What follows belongs to an exercise in optimizing a design on an open flow for small area; a production flow would make more cautious choices.
RTL that was checked went through simulation tests only; none was proved equivalent to the original.
Power and IR drop assume default switching activity.

==> job 7026 <==
==> flow/design.v <==
module bfly_fa (
    input  logic x,
    input  logic y,
    input  logic ci,
    output logic s,
    output logic co
);
    assign s  = x ^ y ^ ci;
    assign co = (x & y) | (ci & (x ^ y));
endmodule
module bfly_ha (
    input  logic x,
    input  logic y,
    output logic s,
    output logic co
);
    assign s  = x ^ y;
    assign co = x & y;
endmodule
module fft_stage0 (
    input  logic                                clk,
    input  logic                                rst,
    input  logic                                valid,
    input  logic [4*2*9-1:0]  din,
    output logic [4*2*10-1:0] bfly_p,
    output logic [4*2*10-1:0] bfly_n,
    output logic                                out_valid
);
    localparam int IW    = 9;
    localparam int OW    = 10;
    localparam int NP    = 2 * 4;   
    localparam int VW    = NP * IW;
    localparam int BLOCK = 2 * 8;
    localparam int IDX_W = $clog2(BLOCK);
    localparam int LO    = 6;                
    localparam int HI    = IW - LO;          
    localparam int SW    = LO + (LO - 1) + 2 + 2 * HI;
    localparam int KW    = SW - IW;          
    logic [IDX_W-1:0] idx;      
    logic             compute;  
    logic             fill_q;   
    logic             cmp_q;    
    logic             hold_q;   
    logic             rot_q;    
    logic             rot_qq;   
    assign compute = valid && idx[IDX_W-1];
    always_ff @(posedge clk or negedge rst) begin
        if (!rst) begin
            idx       <= '0;
            fill_q    <= 1'b0;
            cmp_q     <= 1'b0;
            hold_q    <= 1'b1;
            out_valid <= 1'b0;
        end else begin
            if (valid) begin
                idx <= idx + 1'b1;
            end
            fill_q    <= valid && !compute;
            cmp_q     <= compute;
            hold_q    <= !valid;
            out_valid <= cmp_q;  
        end
    end
    always_ff @(posedge clk) begin
        rot_q  <= idx[IDX_W-1] && idx[IDX_W-2];
        rot_qq <= rot_q;
    end
    logic [VW-1:0] cur;                   
    logic [VW-1:0] dly [1:8];    
    logic [VW-1:0] st_lo;                 
    logic [NP*KW-1:0] st_hi_d, res_q;     
    always_ff @(posedge clk) begin
        cur <= din;
    end
    always_ff @(posedge clk) begin
        dly[1] <= ({VW{cmp_q}} & st_lo) | ({VW{fill_q}} & cur) | ({VW{hold_q}} & dly[1]);
        for (int i = 2; i <= 8; i++) begin
            dly[i] <= ({VW{fill_q | cmp_q}} & dly[i-1]) | ({VW{hold_q}} & dly[i]);
        end
    end
    always_ff @(posedge clk) begin
        res_q <= st_hi_d;
    end
    for (genvar j = 0; j < NP; j++) begin : g_p1
        logic [IW-1:0] a, b;
        logic [LO-1:0] s, d;
        logic [LO:0]   cs, cd;
        assign a = dly[8][j*IW +: IW];
        assign b = cur[j*IW +: IW];
        bfly_ha i_s0 (.x(a[0]), .y(b[0]), .s(s[0]), .co(cs[1]));
        if (j % 2 == 1) begin : g_re
            assign cd[1] = rot_q ? (a[0] & !b[0]) : (a[0] | !b[0]);
        end else begin : g_im
            assign cd[1] = a[0] | !b[0];
        end
        for (genvar i = 1; i < LO; i++) begin : g_bit
            bfly_fa i_s (.x(a[i]), .y(b[i]),  .ci(cs[i]), .s(s[i]), .co(cs[i+1]));
            bfly_fa i_d (.x(a[i]), .y(!b[i]), .ci(cd[i]), .s(d[i]), .co(cd[i+1]));
        end
        assign d[0] = 1'b0;  
        assign st_lo[j*IW +: IW]   = {b[IW-1:LO], a[IW-1:LO], s[IW-2*HI-1:0]};
        assign st_hi_d[j*KW +: KW] = {cs[LO], cd[LO], d[LO-1:1], s[LO-1:IW-2*HI]};
    end
    logic [OW-1:0] sum [NP];
    logic [OW-1:0] dif [NP];
    for (genvar j = 0; j < NP; j++) begin : g_p2
        logic [HI-1:0] ah, bh, sh, dh;
        logic [LO-1:0] s, d;
        logic [HI:0]   cs, cd;
        assign {bh, ah, s[IW-2*HI-1:0]}             = dly[1][j*IW +: IW];
        assign {cs[0], cd[0], d[LO-1:1], s[LO-1:IW-2*HI]} = res_q[j*KW +: KW];
        assign d[0] = (j % 2 == 1 && rot_qq) ? !s[0] : s[0];
        for (genvar i = 0; i < HI; i++) begin : g_bit
            bfly_fa i_s (.x(ah[i]), .y(bh[i]),  .ci(cs[i]), .s(sh[i]), .co(cs[i+1]));
            bfly_fa i_d (.x(ah[i]), .y(!bh[i]), .ci(cd[i]), .s(dh[i]), .co(cd[i+1]));
        end
        assign sum[j] = {(ah[HI-1] & bh[HI-1])  | (!cs[HI-1] & (ah[HI-1] | bh[HI-1])),  sh, s};
        assign dif[j] = {(ah[HI-1] & !bh[HI-1]) | (!cd[HI-1] & (ah[HI-1] | !bh[HI-1])), dh, d};
    end
    for (genvar l = 0; l < 4; l++) begin : g_lane
        assign bfly_p[l*2*OW+OW +: OW] = sum[2*l+1];
        assign bfly_p[l*2*OW    +: OW] = sum[2*l];
        assign bfly_n[l*2*OW+OW +: OW] = rot_qq ? dif[2*l]    : dif[2*l+1];
        assign bfly_n[l*2*OW    +: OW] = rot_qq ? ~dif[2*l+1] : dif[2*l];
    end
endmodule
==> flow/flow/run.sh <==
#!/bin/bash
# The standard layout with two changes:
#  - the port buffers are made from the smallest buffer cell;
#  - the clock tree uses larger sink clusters and no dummy loads.
# Each step's full output is in orfs/logs/; make's output in standard.log.
set -euo pipefail
bash standard.sh \
  "BUFFER_PORTS_ARGS=-buffer_cell sky130_fd_sc_hd__buf_1" \
  "CTS_ARGS=-sink_clustering_enable -repair_clock_nets -dont_use_dummy_load -sink_clustering_size 16 -sink_clustering_max_diameter 60 -buf_list sky130_fd_sc_hd__clkbuf_8" \
  finish > standard.log 2>&1
==> flow/standard.sh <==
#!/bin/bash
# synth_recipe.tcl (not shown) runs the flow's synth.tcl, then flattens the netlist and writes it again
# the make line also repeats each setting of config.mk as NAME=value (left out here)
make -C /OpenROAD-flow-scripts/flow DESIGN_CONFIG=/design/flow/config.mk WORK_HOME=/design/flow/orfs CLKGATE_MAP_FILE= SYNTH_SCRIPT=/design/flow/synth_recipe.tcl "${@:-finish}"
==> flow/config.mk <==
export PLATFORM = sky130hd
export DESIGN_NAME = fft_stage0
export DESIGN_NICKNAME = fft_stage0
export VERILOG_FILES = /design/flow/design.v
export SDC_FILE = /design/flow/constraint.sdc
export NUM_CORES = 4
export LEC_CHECK = 0
export CAP_MARGIN = 20
export CORE_MARGIN = 2
export CORE_UTILIZATION = 80
export SLEW_MARGIN = 20
export SYNTH_HIERARCHICAL = 1
==> flow/constraint.sdc <==
create_clock -name core_clock -period 3.2 [get_ports {clk}]
set_input_delay 0.6400 -clock core_clock [delete_from_list [all_inputs] [get_ports {clk}]]
set_output_delay 0.6400 -clock core_clock [all_outputs]
set_load 0.01 [all_outputs]
==> inputs of job 3426, as changes to job 7026 <==
--- a/flow/design.v
+++ b/flow/design.v
@@ -34,3 +34,3 @@
     localparam int IDX_W = $clog2(BLOCK);
-    localparam int LO    = 6;                
+    localparam int LO    = 7;                
     localparam int HI    = IW - LO;          
--- a/flow/config.mk
+++ b/flow/config.mk
@@ -7,6 +7,6 @@
 export LEC_CHECK = 0
-export CAP_MARGIN = 20
+export CAP_MARGIN = 10
 export CORE_MARGIN = 2
-export CORE_UTILIZATION = 80
-export SLEW_MARGIN = 20
+export CORE_UTILIZATION = 88
+export SLEW_MARGIN = 10
 export SYNTH_HIERARCHICAL = 1
==> inputs of job 1486, as changes to job 7026 <==
--- a/flow/design.v
+++ b/flow/design.v
@@ -34,3 +34,3 @@
     localparam int IDX_W = $clog2(BLOCK);
-    localparam int LO    = 6;                
+    localparam int LO    = 7;                
     localparam int HI    = IW - LO;          
--- a/flow/config.mk
+++ b/flow/config.mk
@@ -9,3 +9,3 @@
 export CORE_MARGIN = 2
-export CORE_UTILIZATION = 80
+export CORE_UTILIZATION = 65
 export SLEW_MARGIN = 20
==> inputs of job 4175, as changes to job 7026 <==
--- a/flow/design.v
+++ b/flow/design.v
@@ -34,3 +34,3 @@
     localparam int IDX_W = $clog2(BLOCK);
-    localparam int LO    = 6;                
+    localparam int LO    = 7;                
     localparam int HI    = IW - LO;          
==> results.txt <==
- Non-clock buffer count, highest first: job 7026, job 1486, job 4175, job 3426.
- Between job 7026 and job 4175, the lower die area is in job 7026 (gap about 0.55%, measured against job 4175).
- The highest power belongs to job 3426, the lowest to job 1486.
- In job 3426 the setup slack is better than in job 7026, by 0.053 ns.
- Maximum frequency, highest first: job 1486, job 4175, job 3426, job 7026.
- Combinational power is about the same in job 3426 and job 7026.
- First-iteration DRC count: job 4175 is higher than job 7026 (5.7%).
- Job 3426 produced a layout that fails on negative setup slack. Job 1486 passed the timing, DRC and antenna checks. Job 4175 passed the timing, DRC and antenna checks. Job 7026 reached the layout checks and failed them: negative setup slack.
- In job 1486 the clock power is lower than in job 3426, by about 2%.
==> figures <==
Non-CTS inverters: job 3426 165; job 1486 165; job 7026 157; job 4175 165
TNS Setup: job 3426 -0.0302 ns; job 1486 0 ns; job 7026 -0.313 ns; job 4175 0 ns
Post-layout instance area: job 3426 26,800 um2; job 1486 27,200 um2; job 7026 27,200 um2; job 4175 27,000 um2
Share of total power in the clock network: job 3426 12.7%; job 1486 13.2%; job 7026 12.7%; job 4175 13.0%
Dpl hpwl: job 3426 35,300 um; job 1486 31,800 um; job 7026 31,000 um; job 4175 32,900 um
Seq. cell area: job 3426 14,800 um2; job 1486 14,900 um2; job 7026 14,900 um2; job 4175 14,800 um2
Pin count of the biggest net entering global routing: job 3426 234; job 1486 111; job 7026 235; job 4175 131
Critical path required time: job 3426 3.68 ns; job 1486 3.74 ns; job 7026 2.56 ns; job 4175 3.70 ns
Internal power contribution: job 3426 20.3 mW; job 1486 20.2 mW; job 7026 20.7 mW; job 4175 20.3 mW
Launching element of the worst setup path: job 3426 cur[27]; job 1486 rot_q; job 7026 res_q[78]; job 4175 rot_q
Drt wl/cell: job 3426 27.3 um; job 1486 18.6 um; job 7026 19.7 um; job 4175 20.3 um
Post-Syn Instances: job 3426 1,934; job 1486 1,934; job 7026 1,909; job 4175 1,934
Combinational share of power: job 3426 35.2%; job 1486 33.7%; job 7026 35.9%; job 4175 34.1%
Total standard cell area after synthesis: job 3426 25,700 um2; job 1486 25,700 um2; job 7026 25,600 um2; job 4175 25,700 um2
P_sw: job 3426 12.9 mW; job 1486 11.0 mW; job 7026 11.5 mW; job 4175 11.3 mW
Outcome: job 3426 finished with violations; job 1486 finished clean; job 7026 finished with violations; job 4175 finished clean
Reasons for failing layout checks: job 3426 negative setup slack; job 1486 -; job 7026 negative setup slack; job 4175 -
Mux cell area share after synthesis: job 3426 3.19%; job 1486 3.19%; job 7026 3.21%; job 4175 3.19%
Only the layout flow was run in job 7026; the RTL was not checked for function there.

[port drivers added, routing unchanged]
How much do the figures lean on ideal ports? The routed layouts below were timed once more, with nothing changed but the port constraints.
Step 1 sets driving cells, clkbuf_16 on the clock port and buf_2 on the other inputs (assumed; they add their load-dependent delay and slew).
Step 2, shift: input delay + t, output delay - t, t = (earliest + latest rising clock arrival at the registers) / 2. This alone moves slack from input paths to output paths.
Three values: ideal, step 1, step 2; two values: the first two.
run | t, ns | slack for setup (ns) | worst hold slack (ns)
job 7026 | 0.637 | -0.079 / -0.133 / 0.227 | 0.115 / 0.088 / 0.426
job 3426 | 0.645 | -0.026 / -0.026 / -0.026 | 0.115 / 0.084 / 0.439
job 1486 | 0.682 | 0.104 / 0.073 / 0.104 | 0.071 / 0.041 / 0.416
job 4175 | 0.662 | 0.051 / 0.036 / 0.051 | 0.092 / 0.061 / 0.429
